This design comes from an exercise in tuning for a short achievable clock period and few clock cycles per item on the open sky130 flow, not from production work. Function was checked by simulation only, so behaviour that the tests miss may differ from the original. Power figures rest on the tool's default switching activity, not on a simulated workload.

--- design/flow/config.mk ---
export PLATFORM = sky130hd
export DESIGN_NAME = lc4_processor
export DESIGN_NICKNAME = lc4_processor
export VERILOG_FILES = /design/flow/design.v
export SDC_FILE = /design/flow/constraint.sdc
export NUM_CORES = 4
export LEC_CHECK = 0
export CAP_MARGIN = 20
export CORE_MARGIN = 2
export CORE_UTILIZATION = 40
export SETUP_SLACK_MARGIN = 3.0
export SLEW_MARGIN = 20
export TNS_END_PERCENT = 100
--- design/flow/constraint.sdc ---
create_clock -name core_clock -period 5.2 [get_ports {gwe}]
set_input_delay 1.0400 -clock core_clock [delete_from_list [all_inputs] [get_ports {gwe}]]
set_output_delay 1.0400 -clock core_clock [all_outputs]
set_load 0.01 [all_outputs]
--- design/flow/design.v ---
package lc4_pkg;
   localparam int word_w    = 16;   
   localparam int reg_sel_w = 3;    
   typedef logic [word_w-1:0]    word_t;
   typedef logic [reg_sel_w-1:0] reg_sel_t;
   typedef logic [2:0]           nzp_t;   
   localparam word_t reset_pc = 16'h8200;   
   typedef enum logic [3:0] {
      op_br    = 4'b0000,
      op_arith = 4'b0001,   
      op_logic = 4'b0101,   
      op_ldr   = 4'b0110,
      op_str   = 4'b0111,
      op_const = 4'b1001
   } opcode_e;
   typedef enum logic [2:0] {
      alu_add       = 3'd0,
      alu_sub       = 3'd1,
      alu_and       = 3'd2,
      alu_addi      = 3'd3,   
      alu_const     = 3'd4,   
      alu_addr      = 3'd5,   
      alu_br_target = 3'd6    
   } alu_op_e;
   typedef struct packed {
      alu_op_e  alu_op;
      reg_sel_t rs;
      reg_sel_t rt;
      reg_sel_t rd;
      logic     rs_re;
      logic     rt_re;
      logic     regfile_we;
      logic     is_load;
      logic     is_store;
      logic     is_branch;
      logic     valid;   
   } ctrl_t;
endpackage
module lc4_alu (
   input  lc4_pkg::word_t i_a,
   input  lc4_pkg::word_t i_b,
   input  logic           i_sub,
   input  logic           i_and,
   output lc4_pkg::word_t o_sum,
   output logic           o_c15,
   output logic           o_h15,
   output logic           o_zero
);
   logic [4:0][15:0] gg;
   logic [4:0][15:0] pp;
   logic [15:0]      g, p, h, k;
   always_comb begin
      g     = i_a & i_b;
      p     = i_a ^ i_b;
      gg[0] = g & {16{!i_and}};
      pp[0] = p & {16{!i_and}};
      gg[0][0] = gg[0][0] | (pp[0][0] & i_sub);
      for (int l = 0; l < 4; l++) begin
         for (int i = 0; i < 16; i++) begin
            if (i >= (1 << l)) begin
               gg[l+1][i] = gg[l][i] | (pp[l][i] & gg[l][i-(1<<l)]);
               pp[l+1][i] = pp[l][i] & pp[l][i-(1<<l)];
            end else begin
               gg[l+1][i] = gg[l][i];
               pp[l+1][i] = pp[l][i];
            end
         end
      end
      h = i_and ? g : p;   
      o_sum[0] = h[0] ^ i_sub;
      for (int i = 1; i < 16; i++) o_sum[i] = h[i] ^ gg[4][i-1];
      o_c15 = gg[4][14];
      o_h15 = h[15];
      k = i_and ? 16'h0000 : {i_a[14:0] | i_b[14:0], i_sub};
      o_zero = &(h ~^ k);
   end
endmodule
module lc4_processor #(
   parameter lc4_pkg::word_t p_reset_pc = lc4_pkg::reset_pc
) (
   input  logic              gwe,
   input  logic              i_rst_n,
   output lc4_pkg::word_t    o_cur_pc,          
   input  lc4_pkg::word_t    i_cur_insn,
   output lc4_pkg::word_t    o_dmem_addr,
   output logic              o_dmem_we,
   output lc4_pkg::word_t    o_dmem_towrite,
   input  lc4_pkg::word_t    i_cur_dmem_data,
   output logic              o_wb_valid,        
   output lc4_pkg::word_t    o_wb_pc,
   output lc4_pkg::word_t    o_wb_insn,
   output logic              o_wb_rf_we,
   output lc4_pkg::reg_sel_t o_wb_rf_wsel,
   output lc4_pkg::word_t    o_wb_rf_data
);
   typedef lc4_pkg::word_t word_t;
   word_t       rf [8];
   logic [2:0]  nzp_q;
   logic        x_kill;
   logic        x_tq;                                   
   logic        x_valid, x_wr, x_wr_alu, x_load, x_store, x_and, x_sub;
   logic        x_sa_m, x_sa_r;                         
   logic        x_sb_m, x_sb_mn, x_sb_r, x_sb_rn, x_sb_i;   
   logic        x_sel_d, x_d_ld;
   logic [2:0]  x_rd;
   word_t       x_pc, x_npc, x_tgt, x_insn;
   word_t       x_a, x_b, x_bn, x_imm, x_d;
   logic        m_valid, m_wr, m_load, m_store;
   logic [2:0]  m_rd;
   word_t       m_pc, m_insn, m_res, m_res_n, m_sdata;
   logic        w_valid, w_wr;
   logic [2:0]  w_rd;
   word_t       w_pc, w_insn, w_data;
   word_t       res;
   logic        c15, h15, z;
   logic        xe_valid, xe_wr_alu, xe_load, xe_store, xe_wr;
   assign xe_valid  = x_valid && !x_kill;
   assign xe_wr_alu = x_wr_alu && !x_kill;
   assign xe_load   = x_load && !x_kill;
   assign xe_store  = x_store && !x_kill;
   assign xe_wr     = x_wr && !x_kill;
   function automatic logic [2:0] nzp_of(input word_t value);
      if (value == '0) nzp_of = 3'b010;
      else if (value[15]) nzp_of = 3'b100;
      else nzp_of = 3'b001;
   endfunction
   logic  x_taken;
   word_t fpc;
   assign x_taken  = x_tq;
   assign fpc      = x_taken ? x_tgt : x_npc;
   assign o_cur_pc = fpc;
   word_t      fi;
   logic [3:0] f_op;
   logic [2:0] f_rs, f_rt, f_rd;
   logic       f_br, f_arith, f_and, f_ldr, f_str, f_const, f_sub, f_rrr;
   logic       f_valid, f_wr, f_use_rs, f_use_rt, f_stall;
   logic       f_byp_a, f_byp_b;
   logic [9:0] f_tgt_lo;
   word_t      m_val;
   word_t      rfv [8];
   word_t      f_rt_v, f_imm;
   assign fi      = i_cur_insn;
   assign f_op    = fi[15:12];
   assign f_rd    = fi[11:9];
   assign f_rs    = fi[8:6];
   assign f_rt    = fi[2:0];
   assign f_br    = (f_op == 4'b0000) && (fi[11:9] != 3'b000);
   assign f_rrr   = (f_op == 4'b0001) && !fi[5] && !fi[3];        
   assign f_arith = (f_op == 4'b0001) && (fi[5] || !fi[3]);
   assign f_sub   = (f_op == 4'b0001) && !fi[5] && !fi[3] && fi[4];
   assign f_and   = (f_op == 4'b0101) && (fi[5:3] == 3'b000);
   assign f_ldr   = (f_op == 4'b0110);
   assign f_str   = (f_op == 4'b0111);
   assign f_const = (f_op == 4'b1001);
   assign f_valid = f_br || f_arith || f_and || f_ldr || f_str || f_const;
   assign f_wr    = f_arith || f_and || f_ldr || f_const;
   assign f_use_rs = f_arith || f_and || f_ldr || f_str;
   assign f_use_rt = f_rrr || f_and;
   assign f_stall = xe_load && ((f_use_rs && f_rs == x_rd) ||
                                (f_use_rt && f_rt == x_rd) || f_br);
   logic       t_alu0, t_alu1, t_mem, t_old, f_taken;
   function automatic logic cond_hit(input logic [2:0] cond, input logic z, input logic n);
      cond_hit = z ? cond[1] : (n ? cond[2] : cond[0]);
   endfunction
   assign t_alu0  = cond_hit(fi[11:9], z, h15);     
   assign t_alu1  = cond_hit(fi[11:9], z, !h15);
   assign t_mem   = |(fi[11:9] & nzp_of(i_cur_dmem_data));
   assign t_old   = |(fi[11:9] & nzp_q);
   always_comb begin
      if (xe_wr_alu)   f_taken = c15 ? t_alu1 : t_alu0;
      else if (m_load) f_taken = t_mem;
      else             f_taken = t_old;
   end
   assign f_byp_a = xe_wr_alu && (f_rs == x_rd);
   assign f_byp_b = xe_wr_alu && (f_rt == x_rd);
   assign m_val = m_load ? i_cur_dmem_data : m_res;
   always_comb begin
      for (int i = 0; i < 8; i++) begin
         rfv[i] = (m_wr && m_rd == 3'(i)) ? m_val : rf[i];
      end
   end
   assign f_rt_v = rfv[f_rt];
   always_comb begin
      if (f_const)             f_imm = {{7{fi[8]}}, fi[8:0]};
      else if (f_ldr || f_str) f_imm = {{10{fi[5]}}, fi[5:0]};
      else                     f_imm = {{11{fi[4]}}, fi[4:0]};
   end
   logic [6:0] f_hi_p1, f_hi_m1, f_tgt_hi;
   assign f_tgt_lo = {1'b0, fpc[8:0]} + {1'b0, fi[8:0]} + 10'd1;
   assign f_hi_p1  = fpc[15:9] + 7'd1;
   assign f_hi_m1  = fpc[15:9] - 7'd1;
   always_comb begin
      case ({f_tgt_lo[9], fi[8]})
         2'b10:   f_tgt_hi = f_hi_p1;
         2'b01:   f_tgt_hi = f_hi_m1;
         default: f_tgt_hi = fpc[15:9];
      endcase
   end
   always_ff @(posedge gwe) begin
      if (!i_rst_n) begin
         x_kill   <= 1'b0;
         x_tq     <= 1'b0;
         x_valid  <= 1'b0;
         x_wr     <= 1'b0;
         x_wr_alu <= 1'b0;
         x_load   <= 1'b0;
         x_store  <= 1'b0;
         x_npc    <= p_reset_pc;
      end else begin
         x_kill   <= f_stall;
         x_tq     <= f_br && !f_stall && f_taken;
         x_valid  <= f_valid;
         x_wr     <= f_wr;
         x_wr_alu <= f_wr && !f_ldr;
         x_load   <= f_ldr;
         x_store  <= f_str;
         x_npc    <= f_stall ? fpc : fpc + 16'd1;   
      end
   end
   always_ff @(posedge gwe) begin
      x_pc     <= fpc;
      x_insn   <= fi;
      x_tgt    <= {f_tgt_hi, f_tgt_lo[8:0]};
      x_rd     <= f_rd;
      x_and    <= f_and;
      x_sub    <= f_sub;
      x_a      <= rfv[f_rs];
      x_b      <= f_rt_v;
      x_bn     <= ~f_rt_v;
      x_imm    <= f_imm;
      x_d      <= rfv[f_rd];
      x_sa_m   <= !f_const && f_byp_a;
      x_sa_r   <= !f_const && !f_byp_a;
      x_sb_m   <= f_use_rt && !f_sub && f_byp_b;
      x_sb_mn  <= f_use_rt && f_sub && f_byp_b;
      x_sb_r   <= f_use_rt && !f_sub && !f_byp_b;
      x_sb_rn  <= f_use_rt && f_sub && !f_byp_b;
      x_sb_i   <= !f_use_rt;
      x_sel_d  <= xe_wr_alu && (f_rd == x_rd);
      x_d_ld   <= xe_load && (f_rd == x_rd);   
   end
   word_t       a, b;
   logic [2:0]  x_nzp;
   assign a = ({16{x_sa_m}} & m_res) | ({16{x_sa_r}} & x_a);
   assign b = ({16{x_sb_m}} & m_res) | ({16{x_sb_mn}} & m_res_n) |
              ({16{x_sb_r}} & x_b) | ({16{x_sb_rn}} & x_bn) | ({16{x_sb_i}} & x_imm);
   lc4_alu i_lc4_alu (
      .i_a    (a),
      .i_b    (b),
      .i_sub  (x_sub),
      .i_and  (x_and),
      .o_sum  (res),
      .o_c15  (c15),
      .o_h15  (h15),
      .o_zero (z)
   );
   assign x_nzp = z ? 3'b010 : (res[15] ? 3'b100 : 3'b001);
   always_ff @(posedge gwe) begin
      if (!i_rst_n) begin
         m_valid <= 1'b0;
         m_wr    <= 1'b0;
         m_load  <= 1'b0;
         m_store <= 1'b0;
      end else begin
         m_valid <= xe_valid;
         m_wr    <= xe_wr;
         m_load  <= xe_load;
         m_store <= xe_store;
      end
   end
   always_ff @(posedge gwe) begin
      m_rd    <= x_rd;
      m_pc    <= x_pc;
      m_insn  <= x_insn;
      m_res   <= res;
      m_res_n <= ~res;
      m_sdata <= x_d_ld ? i_cur_dmem_data : (x_sel_d ? m_res : x_d);
   end
   assign o_dmem_addr    = m_res;
   assign o_dmem_we      = m_store;
   assign o_dmem_towrite = m_sdata;
   always_ff @(posedge gwe) begin
      if (!i_rst_n) begin
         for (int i = 0; i < 8; i++) rf[i] <= '0;
      end else begin
         for (int i = 0; i < 8; i++) rf[i] <= rfv[i];
      end
   end
   always_ff @(posedge gwe) begin
      if (!i_rst_n) begin
         nzp_q <= 3'b010;
      end else if (xe_wr_alu) begin
         nzp_q <= x_nzp;
      end else if (m_load) begin
         nzp_q <= nzp_of(i_cur_dmem_data);
      end
   end
   always_ff @(posedge gwe) begin
      if (!i_rst_n) begin
         w_valid <= 1'b0;
      end else begin
         w_valid <= m_valid;
      end
   end
   always_ff @(posedge gwe) begin
      w_wr   <= m_wr;
      w_rd   <= m_rd;
      w_pc   <= m_pc;
      w_insn <= m_insn;
      w_data <= m_val;
   end
   assign o_wb_valid   = w_valid;
   assign o_wb_pc      = w_pc;
   assign o_wb_insn    = w_insn;
   assign o_wb_rf_we   = w_wr;
   assign o_wb_rf_wsel = w_rd;
   assign o_wb_rf_data = w_data;
endmodule
--- design/flow/run.sh ---
#!/bin/bash
# synth_recipe.tcl (not shown) runs the flow's synth.tcl, then flattens the netlist and writes it again
# the make line also repeats each setting of config.mk as NAME=value (left out here)
make -C /OpenROAD-flow-scripts/flow DESIGN_CONFIG=/design/flow/config.mk WORK_HOME=/design/flow/orfs CLKGATE_MAP_FILE= SYNTH_SCRIPT=/design/flow/synth_recipe.tcl finish
==> flow_metrics.py <==
metrics = {
    "floorplan": {
        "die_area_mm2": 0.04763,
        "core_area_mm2": 0.04538,
        "ioPinCount": 136,
        "start_util": 0.4046,
        "rows": 78,
        "die_h_um": 218.3,
        "die_w_um": 218.3,
    },
    "timing": {
        "rsz0062_at_grt": "yes",
        "setup_viol": 0,
        "clock_skew_ps": 16.10,
        "fmax_mhz": 273.0,
        "fin_crit_sh": 0.7045,
        "tightest_slew_ps": 1141,
        "setup_tns_ps": 0,
        "layout_min_cycle_time_ps": 3663,
        "hold_viol_final": 0,
        "max-slew-margin-rel": 0.2386,
        "slew_violations": 0,
    },
    "cts": {
        "cts-htree-levels": 2,
        "postCtsHoldBufs": 0,
        "clk_pin_slew_ps": 60,
        "cts_sinks": 415,
        "cts_buffers": 45,
        "clock-root-buffer": "clkbuf_16",
        "clock_path_buffers": 3,
        "clock_latency_ps": 590,
        "cts_tree": "built",
    },
    "placed_design": {
        "gp_congestion": 0.9301,
        "place_area_mm2": 0.02045,
        "placed_cells": 2673,
        "io_buffer_count": 135,
        "hpwlAfterDp_mm": 39.88,
    },
    "logic_synthesis": {
        "synth_cells": 2044,
        "synth_seq_cells": 415,
        "syn_nets": 2127,
        "yosysSeqAreaShare": 0.4525,
        "ys_async_sr_fraction": 0,
        "synthFlopType": "dfxtp_1",
        "synth.avg_cell_area_um2": 8.983,
        "ys_types": 84,
        "synth_edf_count": 0,
        "yosysWarnings": 4,
        "synth_area_mm2": 0.01836,
    },
    "critical_path": {
        "crit_fanout": 4,
        "critPathArrivalTime_ps": 4190,
        "r2r-end": "x_tgt[15]",
        "required_ps": 5730,
        "crit_type": "input pin to register",
        "start_kind": "input pin",
        "endpoint_kind": "register",
        "r2r_setup_slack_ps": 1550,
        "reg2reg_from": "x_tq",
        "ff2ff_path_depth": 21,
    },
    "routing": {
        "antenna_left": 0,
        "initialDrtViolationCount": 1643,
        "viasPerCell": 5.530,
        "drc_errors": 0,
        "num_vias": 16578,
        "wire_per_inst_um": 22.15,
        "drtPass1Iterations": 6,
        "wirelength_mm": 66.42,
    },
    "run": {
        "drv_cap": 0,
    },
    "power": {
        "power_mw": 8.292,
        "peakVddDrop_mv": 0.2137,
        "p_leak_nw": 10.22,
        "powerDensity_mw_per_mm2": 324.1,
    },
    "global_route": {
        "grt_max_degree": 129,
        "grt_pass1_vias": 15455,
        "grt_usage": 0.2660,
        "grt_overflow_total": 0,
        "grt_antenna_before_repair": 4,
        "grt_pass1_wl_mm": 96.20,
    },
    "finish": {
        "fin_area_mm2": 0.02559,
        "nets": 2443,
        "area.growth.synth_to_final_pct": 39.35,
        "instances_no_fill": 2998,
        "fill_cells": 3922,
        "layout_common_cells": "dfxtp_1, nand2_1, nor2_1, buf_4, nor2b_1",
        "seq_area_mm2": 0.008422,
        "final_common_cell": "dfxtp_1",
        "drive_above_1_share": 0.3443,
        "multi_input_area_mm2": 0.01094,
    },
    "hold_path": {
        "hp-start": "m_pc[15]",
        "hold_end": "w_pc[15]",
        "whs_path_depth": 0,
        "hold_path.class": "register to register",
    },
    "run_status": {
        "status": "timing/DRC/antenna clean",
    },
}
-- power breakdown --
part / total, mW / internal, mW / switching (mW) / leakage (nW)
Sequential: 3.49 / 3.37 / 0.116 / 3.42
Clock: 3.31 / 1.94 / 1.37 / 0.752
Combinational: 1.49 / 0.690 / 0.800 / 6.05
-- worst max path at each step --
stage,startpoint,endpoint,slack (ps),depth (start not counted)
3_5_place_dp,i_cur_insn[0],x_tgt[15],460,22
4_1_cts,x_tq,x_tgt[15],1590,21
6_report,i_cur_insn[0],x_tgt[15],1540,22
5_1_grt,x_tq,x_tgt[15],1300,21
2_1_floorplan,i_cur_insn[0],x_tgt[15],1310,23
3_3_place_gp,i_cur_insn[0],x_tgt[15],410,22
-- per-stage QoR --
stage / util / worst slack (ps) / hold WS [ps]
finish: 0.5638 / 1537 / 320.9
global route: 0.5637 / 1295 / 327.0
CTS: 0.5363 / 1595 / 324.2
detailed placement: 0.4507 / 460.1 / 312.1
global placement: 0.4505 / 409.5 / 310.0
floorplan: - / 1312 / 309.6
-- area by class of cell --
class | instances | area share
Multi-Input combinational cell | 1403 | 0.4275
Sequential cell | 415 | 0.3292
Timing Repair Buffer | 390 | 0.1368
Clock buffer | 59 | 0.04841
Tap cell | 600 | 0.02934
Inverter | 105 | 0.01741
Clock inverter | 24 | 0.01110
Antenna cell | 2 | 0.0001956
-- state kept, by name (all words and copies together), names as in the netlist, 9 cells and up --
register / cells
x_d: 16
m_insn: 16
w_data: 16
w_insn: 16
m_pc: 16
x_a: 16
m_res_n: 16
m_sdata: 16
x_insn: 11
x_npc: 16
w_pc: 16
x_pc: 16
x_imm: 9
x_b: 16
x_tgt: 16
m_res: 16
x_bn: 16
rf: 128
-- layer usage --
metal	up-vias	GRT usage	share of wire
met2	738	0.4176	0.45
li1	7748	-	-
met5	-	0	0
met1	7942	0.3676	0.43
met4	0	0.09342	0.043
met3	150	0.04649	0.086
-- synth_stat cells (all sizes together) (3+ instances only) --
cell,instances,share of area
o21ai,149,0.041
nor3b,4,0.0019
o211ai,3,0.0012
mux2i,82,0.047
o31ai,3,0.0012
o21a,9,0.0037
clkinv,4,0.00082
a211oi,17,0.0072
a21boi,3,0.0012
a31oi,11,0.0037
nand4b,4,0.0019
and2,37,0.013
and3,9,0.0031
inv,101,0.021
ha,47,0.032
and4bb,3,0.0022
o22ai,26,0.0089
clkbuf,82,0.017
o22a,3,0.0014
xnor2,36,0.017
nand2b,13,0.0044
nor2b,123,0.042
a21o,17,0.0070
or2,15,0.0051
buf,51,0.016
a21oi,141,0.039
mux2,15,0.0092
and3b,9,0.0043
nand4,20,0.0068
nor2,187,0.038
nand2,205,0.042
and2b,3,0.0012
a22oi,28,0.011
nor4,6,0.0029
dfxtp,415,0.45
a22o,20,0.0095
nand3,21,0.0057
mux4,26,0.032
a221oi,22,0.011
nand3b,3,0.0012
xor2,9,0.0043
o221ai,4,0.0022
a2bb2oi,7,0.0033
nor3,19,0.0061
a32oi,3,0.0014
-- worst max-delay path, cell delays in order --
cell	delay (ps)
clkbuf_2	190
bufinv_16	240
ha_4	140
nor2b_4	40
o21ai_2	170
a21boi_2	100
o21ai_2	190
a21boi_2	90
o21ai_1	140
nand2b_1	140
a31oi_4	250
ha_4	200
inv_2	50
fa_2	350
nor2b_2	130
o21ai_2	70
a21oi_2	140
o21a_1	120
nor2_1	50
xnor2_1	110
nor2_1	120
xnor2_1	120
-- what timing repair did --
| action | in CTS | in global routing |
|---|---|---|
| setup endpoints to repair | 287 | 175 |
| pin swaps | 64 | 64 |
| gates resized for setup | 704 | 233 |
| setup buffers | 147 | 74 |
| gates cloned | 14 | 5 |
-- logic make-up (layout without fill, tap and decap cells) --
family	Yosys count	after routing	synth area share
multiplexers	123	131	0.08811
flip-flops	415	415	0.4525
AO/OA/AOI/OAI	485	485	0.1637
XOR/XNOR	45	45	0.02147
AND/OR/NAND/NOR	689	693	0.1860
other	0	2	0
buffers and inverters	238	578	0.05411
adder cells (fa/ha/maj)	49	49	0.03421
Testbench counts, summed over its fixed seeds: cycles 15,140, insns 14,421.

[what the ideal ports hide]
Ports are ideal in the flow. The routed layout listed here was re-timed in OpenROAD. Step 1, drivers: a clkbuf_16 drives gwe and a buf_2 each remaining input, both assumed. Step 2, shift: input delay + t, output delay - t, t = (earliest + latest rising clock arrival at the registers) / 2. This alone moves slack from input paths to output paths. Slacks: ideal ports / drivers / drivers and shift; pairs: ideal ports / drivers.
t (ns): 0.639
setup slack, ns: 1.537 / 1.526 / 0.888
worst setup path after step 2: input to register
worst register clock-pin slew, ns: 0.07 / 0.07
After both steps setup and hold are still met in this run. The setup slack of this run moves by -0.011 ns with the drivers and by -0.649 ns with both steps.
